This design comes from an exercise in tuning for small area, a short achievable clock period and few clock cycles per item on the open sky130 flow, not from production work.
Where RTL was checked, it was by simulation tests only, not by an equivalence proof against the original.

==> run a <==
Design best_disp_select, start of the top module:
module best_disp_select #(
    parameter int unsigned NPIX_LOG2 = 8
) (
    input  logic               clk,
    input  logic               rst,
    input  logic               frame_start,
    input  logic [10:0]        fsum,
    input  logic               valid,
    input  logic               last,
    input  logic [13:0]        g2sum,
    input  logic [10:0]        gsum,
    input  logic [13:0]        fg,
    input  logic [5:0]         place,
    output logic               busy,
    output logic [5:0]         best_place,
    output logic               best_valid,
    output logic               done,
    output logic               overrun
);
export LEC_CHECK = 0
export CAP_MARGIN = 20
export CORE_MARGIN = 2
export CORE_UTILIZATION = 65
export PLACE_DENSITY = 0.75
export SLEW_MARGIN = 20
create_clock -name core_clock -period 12.0 [get_ports {clk}]
run.sh (not shown) runs the stock make flow with config.mk's settings and CLKGATE_MAP_FILE= SYNTH_SCRIPT=/design/flow/synth_recipe.tcl, a recipe that flattens the netlist after the stock synthesis.
==> run b: changes against run a <==
--- a/flow/config.mk
+++ b/flow/config.mk
@@ -6,7 +6,7 @@
 export NUM_CORES = 4
 export LEC_CHECK = 0
+export ABC_AREA = 1
 export CAP_MARGIN = 20
 export CORE_MARGIN = 2
-export CORE_UTILIZATION = 65
-export PLACE_DENSITY = 0.75
+export CORE_UTILIZATION = 40
 export SLEW_MARGIN = 20
==> out/summary.txt <==
maximum number of pins on one net before global-route repair: 99
Post-Route Skew: 0.03571 ns
result of the run: complete, no violations
share of cell area taken by flip-flops and latches: 0.3417
Clock Network Area Fraction: 0.04875
vias in the first global route: 27420
DRT Wirelength: 87010 µm
wire per inst: 19.20 µm
start point of the worst hold path: rn_den[18]
count of TritonRoute iterations in the first routing pass: 6
worst hold endpoint: rf_den[18]
leading post-synthesis cells by cell area: sky130_fd_sc_hd__edfxtp_1 (29%), sky130_fd_sc_hd__fa_1 (16%), sky130_fd_sc_hd__ha_1 (9.9%)
top post-synthesis cells by count: sky130_fd_sc_hd__inv_1 (552), sky130_fd_sc_hd__edfxtp_1 (366), sky130_fd_sc_hd__nand2_1 (312), sky130_fd_sc_hd__fa_1 (310), sky130_fd_sc_hd__ha_1 (302)
width of the chip: 246.8 µm
met1 demand-to-capacity share in global routing: 0.4010
register-to-register setup slack: 5.91 ns
-- figures above: run a

==> out/summary.txt <==
result of the run: complete, no violations
share of cell area taken by flip-flops and latches: 0.3205
DRT Wirelength: 100200 µm
worst hold endpoint: rf_place[4]
RSZ-0062 raised after global routing: no
maximum number of pins on one net before global-route repair: 109
cell-by-cell trace of the critical path: clkinv_1 -> nor2_1 -> inv_1 -> nor2_1 -> a2111oi_0 -> nand3_1 -> nor3_1 -> inv_1 -> nand2_1 -> fa_1 -> fa_1 -> fa_1 -> fa_1 -> fa_1 -> inv_1 -> fa_1
fraction of layout cells with a size suffix above 1: 0.04088
register-to-register setup slack: 5.95 ns
Clock Network Area Fraction: 0.04925
wire per inst: 16.45 µm
vias in the first global route: 30570
top post-synthesis cells by count: sky130_fd_sc_hd__inv_1 (1018), sky130_fd_sc_hd__nand2_1 (985), sky130_fd_sc_hd__edfxtp_1 (366), sky130_fd_sc_hd__fa_1 (310), sky130_fd_sc_hd__ha_1 (302)
count of TritonRoute iterations in the first routing pass: 7
count of placed standard cells in the final layout, fillers left out: 6092
start point of the worst hold path: rn_place[4]
Post-Route Skew: 0.03819 ns
overflow left after global routing: 0
width of the chip: 321.2 µm
Detail Placement HPWL: 75570 µm
-- figures above: run b

Testbench counts of run a, summed over its fixed seeds: cycles 10,366, items 9,296.
Testbench counts of run b, summed over its fixed seeds: cycles 10,366, items 9,296.

==> maple: inputs <==
best_disp_select, a different RTL version from the one above (not shown whole).
Settings: LEC_CHECK=0, CAP_MARGIN=20, CORE_MARGIN=2, CORE_UTILIZATION=40, SLEW_MARGIN=20; clock period 12.0 ns.
standard.sh (not shown) runs the stock make flow with config.mk's settings and CLKGATE_MAP_FILE= SYNTH_SCRIPT=/design/flow/synth_recipe.tcl, a recipe that flattens the netlist after the stock synthesis.
==> flow/flow/run.sh <==
#!/bin/bash
set -euo pipefail
bash standard.sh SETUP_SLACK_MARGIN=6.5 "CTS_ARGS=-sink_clustering_enable -repair_clock_nets -dont_use_dummy_load" finish > make.log 2>&1
==> juniper: changes against maple <==
--- a/flow/design.v
+++ b/flow/design.v
@@ -3619,40 +3619,42 @@
         end
         if (w_go && w_amb) begin
             s_num    <= rf_num;
             s_den    <= rf_den;
             s_place  <= rf_place;
             s_last   <= rf_last;
             s_k      <= w_k;
-        end
-        if (r_busy && w_fin && w_swin) begin
-            r_bnum <= s_num;
-            r_bden <= s_den;
-            r_bk   <= s_k;
-        end
-        if (!r_busy) begin
             s_cnt    <= '0;
             s_pb     <= r_bden[0];
             s_qb     <= rf_den[0];
             s_pl     <= 1'b0;
             s_ql     <= 1'b0;
             s_p      <= '0;
             s_q      <= '0;
             s_z      <= '0;
             s_sticky <= 1'b0;
-        end else begin
-            s_cnt    <= w_cnt1;
-            s_pb     <= w_pbit;
-            s_qb     <= w_qbit;
-            s_pl     <= w_p1[0];
-            s_ql     <= w_q1[0];
-            s_p      <= w_p1[22:1];
-            s_q      <= w_q1[22:1];
-            s_z      <= w_z1[23:1];
-            s_sticky <= s_sticky | w_z1[0];
+        end
+        if (r_busy) begin
+            if (w_fin) begin
+                if (w_swin) begin
+                    r_bnum <= s_num;
+                    r_bden <= s_den;
+                    r_bk   <= s_k;
+                end
+            end else begin
+                s_cnt    <= w_cnt1;
+                s_pb     <= w_pbit;
+                s_qb     <= w_qbit;
+                s_pl     <= w_p1[0];
+                s_ql     <= w_q1[0];
+                s_p      <= w_p1[22:1];
+                s_q      <= w_q1[22:1];
+                s_z      <= w_z1[23:1];
+                s_sticky <= s_sticky | w_z1[0];
+            end
         end
     end
     assign busy       = r_busy;
     assign best_place = r_bplace;
     assign best_valid = r_bvalid;
     assign done       = r_done;
     assign overrun    = r_overrun;
==> flow/flow/run.sh (replaced) <==
#!/bin/bash
set -euo pipefail
bash standard.sh SETUP_SLACK_MARGIN=7.5 finish > make.log 2>&1
==> impl_metrics.sql <==
INSERT INTO impl_metrics (metric_group, metric, value, unit) VALUES
('final_layout', 'post_route_cells_drive_above_1_share', '0.159', ''),
('run_status', 'status', 'complete, no violations', ''),
('route', 'post_drt_wl_per_cell', '18.9', 'um'),
('final_layout', 'multi_input_area_share', '0.492', ''),
('final_layout', 'layout.comb_gates.multi_input', '2549', ''),
('worst_setup_path', 'timing.critical_path.from', 'r0_gsum[2]', ''),
('grt', 'grt_max_degree', '178', ''),
('worst_setup_path', 'rr_worst_depth', '19', '');
(the above is from juniper)
==> impl_metrics.sql <==
INSERT INTO impl_metrics (metric_group, metric, value, unit) VALUES
('grt', 'grt_max_degree', '165', ''),
('worst_setup_path', 'worst-path-stages', '21', ''),
('route', 'post_drt_wl_per_cell', '16.8', 'um'),
('run_status', 'status', 'complete, no violations', ''),
('final_layout', 'seq_area_frac', '0.360', ''),
('synth', 'synth-warning-count', '2', ''),
('synth', 'synth_simple_gate_area_share', '0.135', ''),
('clock_network', 'clock_slew_at_reported_path_ffs', '0.06', 'ns'),
('route', 'detailedRoute.firstIterationViolations', '1806', ''),
('final_layout', 'multi_input_area_share', '0.492', ''),
('final_layout', 'post_route_cells_drive_above_1_share', '0.0683', ''),
('worst_setup_path', 'critPathTopFamily', 'adder cells', ''),
('sta', 'fin_crit', '5.47', 'ns'),
('route', 'met2_wirelength', '39000', 'um'),
('worst_setup_path', 'timing.critical_path.from', 'r0_gsum[3]', '');
(the above is from maple)
Testbench counts of juniper, summed over its fixed seeds: cycles 10,366, items 9,296.
No functional check of the RTL was part of maple.

==> inputs of onyx <==
best_disp_select with an RTL version that a note above also has.
export LEC_CHECK = 0
export CAP_MARGIN = 20
export CORE_MARGIN = 2
export CORE_UTILIZATION = 40
export SLEW_MARGIN = 20
create_clock -name core_clock -period 12.0 [get_ports {clk}]
==> flow/flow/run.sh <==
#!/bin/bash
set -euo pipefail
bash standard.sh SETUP_SLACK_MARGIN=6.5 finish > make.log 2>&1
==> inputs of quartz, as changes to onyx <==
==> flow/flow/run.sh (replaced) <==
#!/bin/bash
set -euo pipefail
bash standard.sh SETUP_SLACK_MARGIN=7.0 "CTS_ARGS=-sink_clustering_enable -repair_clock_nets -dont_use_dummy_load" finish > make.log 2>&1
==> inputs of cedar, as changes to onyx <==
==> flow/flow/run.sh (replaced) <==
#!/bin/bash
set -euo pipefail
bash standard.sh SETUP_SLACK_MARGIN=6.5 "CTS_ARGS=-sink_clustering_enable -repair_clock_nets -dont_use_dummy_load" finish > make.log 2>&1
==> out/results.ini <==
[worst_setup_path]
r2r_slack_ps = 6840

[run_status]
status = no timing/DRC/antenna violations

[drt]
drt_pre_antenna_iters = 5

[finish]
clkCellAreaFrac_pct = 3.83
drive_gt1_share_pct = 8.25
multi_input_gates = 2545

[clocking]
cts_resized = 54
insertion_delay_ps = 620

[grt]
grt_util_all_layers_pct = 18.3

(the above is from quartz)
==> out/results.ini <==
[run_status]
status = no timing/DRC/antenna violations

[finish]
clkCellAreaFrac_pct = 5.26
drive_gt1_share_pct = 6.72
multi_input_gates = 2543

[grt]
grt_util_all_layers_pct = 17.8

[drt]
drt_pre_antenna_iters = 5

[worst_setup_path]
r2r_slack_ps = 6720

[clocking]
insertion_delay_ps = 630

[yosys]
yosysWarnings = 2

(the above is from onyx)
==> out/results.ini <==
[worst_setup_path]
critPathKind = flip-flop to flip-flop
r2r_slack_ps = 6700
cp-startpoint = r0_gsum[3]$_DFFE_PP_

[finish]
multi_input_gates = 2543
drive_gt1_share_pct = 5.81

[yosys]
synth.most_common_cell = inv_1
yosysSeqAreaShare_pct = 37.9

[timing]
fin_ws_ps = 6700

[run_status]
status = no timing/DRC/antenna violations

[placed_design]
placed_area_sq_mm = 0.0402

[min_path]
hp-start = rn_num[10]$_DFFE_PN_

[drt]
drt_pre_antenna_iters = 6

[clocking]
cts_resized = 25

(the above is from cedar)
Testbench counts of onyx, summed over its fixed seeds: cycles 10,366, items 9,296.
Testbench counts of quartz, summed over its fixed seeds: cycles 10,366, items 9,296.
Testbench counts of cedar, summed over its fixed seeds: cycles 10,366, items 9,296.

==> inputs of 10-26 <==
best_disp_select with an RTL version that a note above also has.
make LEC_CHECK=0 CAP_MARGIN=20 CORE_MARGIN=2 CORE_UTILIZATION=40 SLEW_MARGIN=20 finish   # period 12.0 ns
run.sh (not shown) runs the stock make flow with config.mk's settings and CLKGATE_MAP_FILE= SYNTH_SCRIPT=/design/flow/synth_recipe.tcl, a recipe that flattens the netlist after the stock synthesis.
Stock flow here: none of the scripts above is used.
==> 04-10: changes against 10-26 <==
==> flow/flow/run.sh (new file) <==
#!/bin/bash
set -euo pipefail
bash standard.sh SETUP_SLACK_MARGIN=7.5 finish > make.log 2>&1
==> flow/standard.sh (new file) <==
#!/bin/bash
# synth_recipe.tcl (not shown) runs the flow's synth.tcl, then flattens the netlist and writes it again
# the make line also repeats each setting of config.mk as NAME=value (left out here)
make -C /OpenROAD-flow-scripts/flow DESIGN_CONFIG=/design/flow/config.mk WORK_HOME=/design/flow/orfs CLKGATE_MAP_FILE= SYNTH_SCRIPT=/design/flow/synth_recipe.tcl "${@:-finish}"
removed: flow/run.sh
==> 10-21: changes against 10-26 <==
==> flow/flow/run.sh (new file) <==
#!/bin/bash
set -euo pipefail
bash standard.sh SETUP_SLACK_MARGIN=6.5 finish > make.log 2>&1
==> flow/standard.sh (new file) <==
#!/bin/bash
# synth_recipe.tcl (not shown) runs the flow's synth.tcl, then flattens the netlist and writes it again
# the make line also repeats each setting of config.mk as NAME=value (left out here)
make -C /OpenROAD-flow-scripts/flow DESIGN_CONFIG=/design/flow/config.mk WORK_HOME=/design/flow/orfs CLKGATE_MAP_FILE= SYNTH_SCRIPT=/design/flow/synth_recipe.tcl "${@:-finish}"
removed: flow/run.sh
==> run notes <==
- In 10-21 the critical path depth is lower than in 04-10, by 2.
- In 10-26 the final cell count is smaller than in 10-21, by about 1.2%.
- Clock-buffer cell count, lowest first: 10-21, 10-26, 04-10.
- The highest worst setup slack belongs to 04-10, the lowest to 10-26.
- Synthesized area is the same in 04-10 and 10-26.
- Of 10-26 and 10-21, 10-21 has the higher wire length (gap about 2.2%, measured against 10-21).
- The highest sequential share of layout area belongs to 10-26, the lowest to 04-10.
==> figures <==
item                                                  10-21         04-10         10-26
Result of the run          no timing/DRC/antenna violations  no timing/DRC/antenna violations  no timing/DRC/antenna violations
End point of the critical path                   r1_num[21]    r1_num[20]    r1_num[20]
Vias after detailed routing                          25.87k        26.67k        25.65k
Routed length on met1                             41,090 um     42,390 um     40,370 um
Worst setup skew after layout                      18.37 ps      17.61 ps      19.37 ps
DP HPWL                                           61,820 um     62,250 um     61,970 um
Filler Cells Inserted                                 8,993         8,814         9,007
Number of clock buffers in the layout                    66            82            75
Total track usage                                    17.63%        18.35%        17.33%
Placed standard-cell area                        40,240 um2    40,490 um2    40,230 um2
Number of cells in the design after placement         4,925         4,919         4,923
Worst Reg2Reg Path Length in Cells                       17            19            18
Measured slew at the worst slew-check pin          949.2 ps      968.1 ps       1037 ps
Testbench counts of 10-26, summed over its fixed seeds: cycles 10,366, items 9,296.
Testbench counts of 04-10, summed over its fixed seeds: cycles 10,366, items 9,296.
Testbench counts of 10-21, summed over its fixed seeds: cycles 10,366, items 9,296.

==> 12-08: inputs <==
best_disp_select, a different RTL version from the one above (not shown whole).
export LEC_CHECK = 0
export CAP_MARGIN = 20
export CORE_MARGIN = 2
export CORE_UTILIZATION = 40
export SLEW_MARGIN = 20
create_clock -name core_clock -period 12.0 [get_ports {clk}]
standard.sh (not shown) runs the stock make flow with config.mk's settings and CLKGATE_MAP_FILE= SYNTH_SCRIPT=/design/flow/synth_recipe.tcl, a recipe that flattens the netlist after the stock synthesis.
==> flow/flow/run.sh <==
#!/bin/bash
set -euo pipefail
bash standard.sh SETUP_SLACK_MARGIN=7.0 "CTS_ARGS=-sink_clustering_enable -repair_clock_nets -dont_use_dummy_load -buf_list sky130_fd_sc_hd__clkbuf_4" finish > make.log 2>&1
==> inputs of 05-24, as changes to 12-08 <==
==> flow/flow/run.sh (replaced) <==
#!/bin/bash
set -euo pipefail
bash standard.sh SETUP_SLACK_MARGIN=7.0 "CTS_ARGS=-sink_clustering_enable -repair_clock_nets -dont_use_dummy_load" finish > make.log 2>&1
==> inputs of 06-15, as changes to 12-08 <==
==> flow/flow/run.sh (replaced) <==
#!/bin/bash
set -euo pipefail
bash standard.sh SETUP_SLACK_MARGIN=7.0 "CTS_ARGS=-sink_clustering_enable -repair_clock_nets -dont_use_dummy_load" finish > make.log 2>&1
--- a/flow/config.mk
+++ b/flow/config.mk
@@ -9,3 +9,4 @@
 export CORE_MARGIN = 2
 export CORE_UTILIZATION = 40
+export CTS_BUF_LIST = sky130_fd_sc_hd__clkbuf_4
 export SLEW_MARGIN = 20
==> run notes <==
| metric | 12-08 | 05-24 | 06-15 |
|---|---|---|---|
| Slowest library cell on the worst path | sky130_fd_sc_hd__fa_2 | sky130_fd_sc_hd__fa_1 | sky130_fd_sc_hd__fa_1 |
| Setup Buffers After CTS | 38 | 36 | 36 |
| Global Route met1 Usage | 25.0% | 25.1% | 25.1% |
| Cell Count, Final, Fillers Out | 5134 | 5045 | 5045 |
| Endpoint of the worst-slack reg-to-reg timing path | r1_num[21] | r1_num[18] | r1_num[18] |
| Reg2reg setup slack | 6.85 ns | 6.88 ns | 6.88 ns |
| Result of the run | no timing/DRC/antenna violations | no timing/DRC/antenna violations | no timing/DRC/antenna violations |
| Crit path largest cell delay | 0.53 ns | 0.52 ns | 0.52 ns |
| Crit path to | r1_num[21] | r1_num[18] | r1_num[18] |
| Initial detailed-routing violation count | 1519 | 1668 | 1668 |
| Via count | 26800 | 26300 | 26300 |
| Worst slew margin relative to its limit | 34.8% | 34.1% | 34.1% |
| Met3 WL post-DR | 4.00 mm | 3.72 mm | 3.72 mm |
| Min Tclk post-route | 5.15 ns | 5.12 ns | 5.12 ns |
Testbench counts of 12-08, summed over its fixed seeds: cycles 10,366, items 9,296.
Testbench counts of 05-24, summed over its fixed seeds: cycles 10,366, items 9,296.
Testbench counts of 06-15, summed over its fixed seeds: cycles 10,366, items 9,296.

==> separate check: timing with driven ports <==
Ports are ideal in the flow. The routed layouts listed here were re-timed in OpenROAD. Step 1, drivers: a clkbuf_16 drives clk and a buf_2 each remaining input, both assumed. Step 2, shift: input delay + t, output delay - t, t = (earliest + latest rising clock arrival at the registers) / 2. This alone moves slack from input paths to output paths. Slacks: ideal / step 1 / step 2; pairs: ideal / step 1.
run	t, ns	setup slack, ns	worst hold slack (ns)	worst setup path at the end	clock arrival spread, ns
run a	0.692	5.909 / 5.909 / 5.909	0.394 / 0.394 / 0.394	register to register	0.039 / 0.038
run b	0.684	5.955 / 5.955 / 5.955	0.411 / 0.411 / 0.411	register to register	0.040 / 0.040
maple	0.694	6.535 / 6.535 / 6.535	0.416 / 0.416 / 0.416	register to register	0.094 / 0.095
juniper	0.686	6.889 / 6.889 / 6.889	0.408 / 0.408 / 0.408	register to register	0.034 / 0.035
onyx	0.675	6.722 / 6.722 / 6.722	0.412 / 0.412 / 0.412	register to register	0.033 / 0.032
quartz	0.631	6.838 / 6.838 / 6.838	0.399 / 0.399 / 0.399	register to register	0.099 / 0.100
cedar	0.647	6.701 / 6.701 / 6.701	0.390 / 0.390 / 0.390	register to register	0.073 / 0.074
10-26	0.692	6.071 / 6.071 / 6.071	0.417 / 0.417 / 0.417	register to register	0.020 / 0.020
04-10	0.700	6.862 / 6.862 / 6.862	0.416 / 0.416 / 0.416	register to register	0.017 / 0.017
10-21	0.694	6.720 / 6.720 / 6.720	0.415 / 0.415 / 0.415	register to register	0.022 / 0.023
12-08	1.008	6.847 / 6.847 / 6.847	0.392 / 0.392 / 0.392	register to register	0.115 / 0.115
05-24	0.655	6.878 / 6.878 / 6.878	0.402 / 0.402 / 0.402	register to register	0.064 / 0.064
06-15	0.655	6.878 / 6.878 / 6.878	0.402 / 0.402 / 0.402	register to register	0.064 / 0.064
After both steps setup and hold are still met in every run listed.
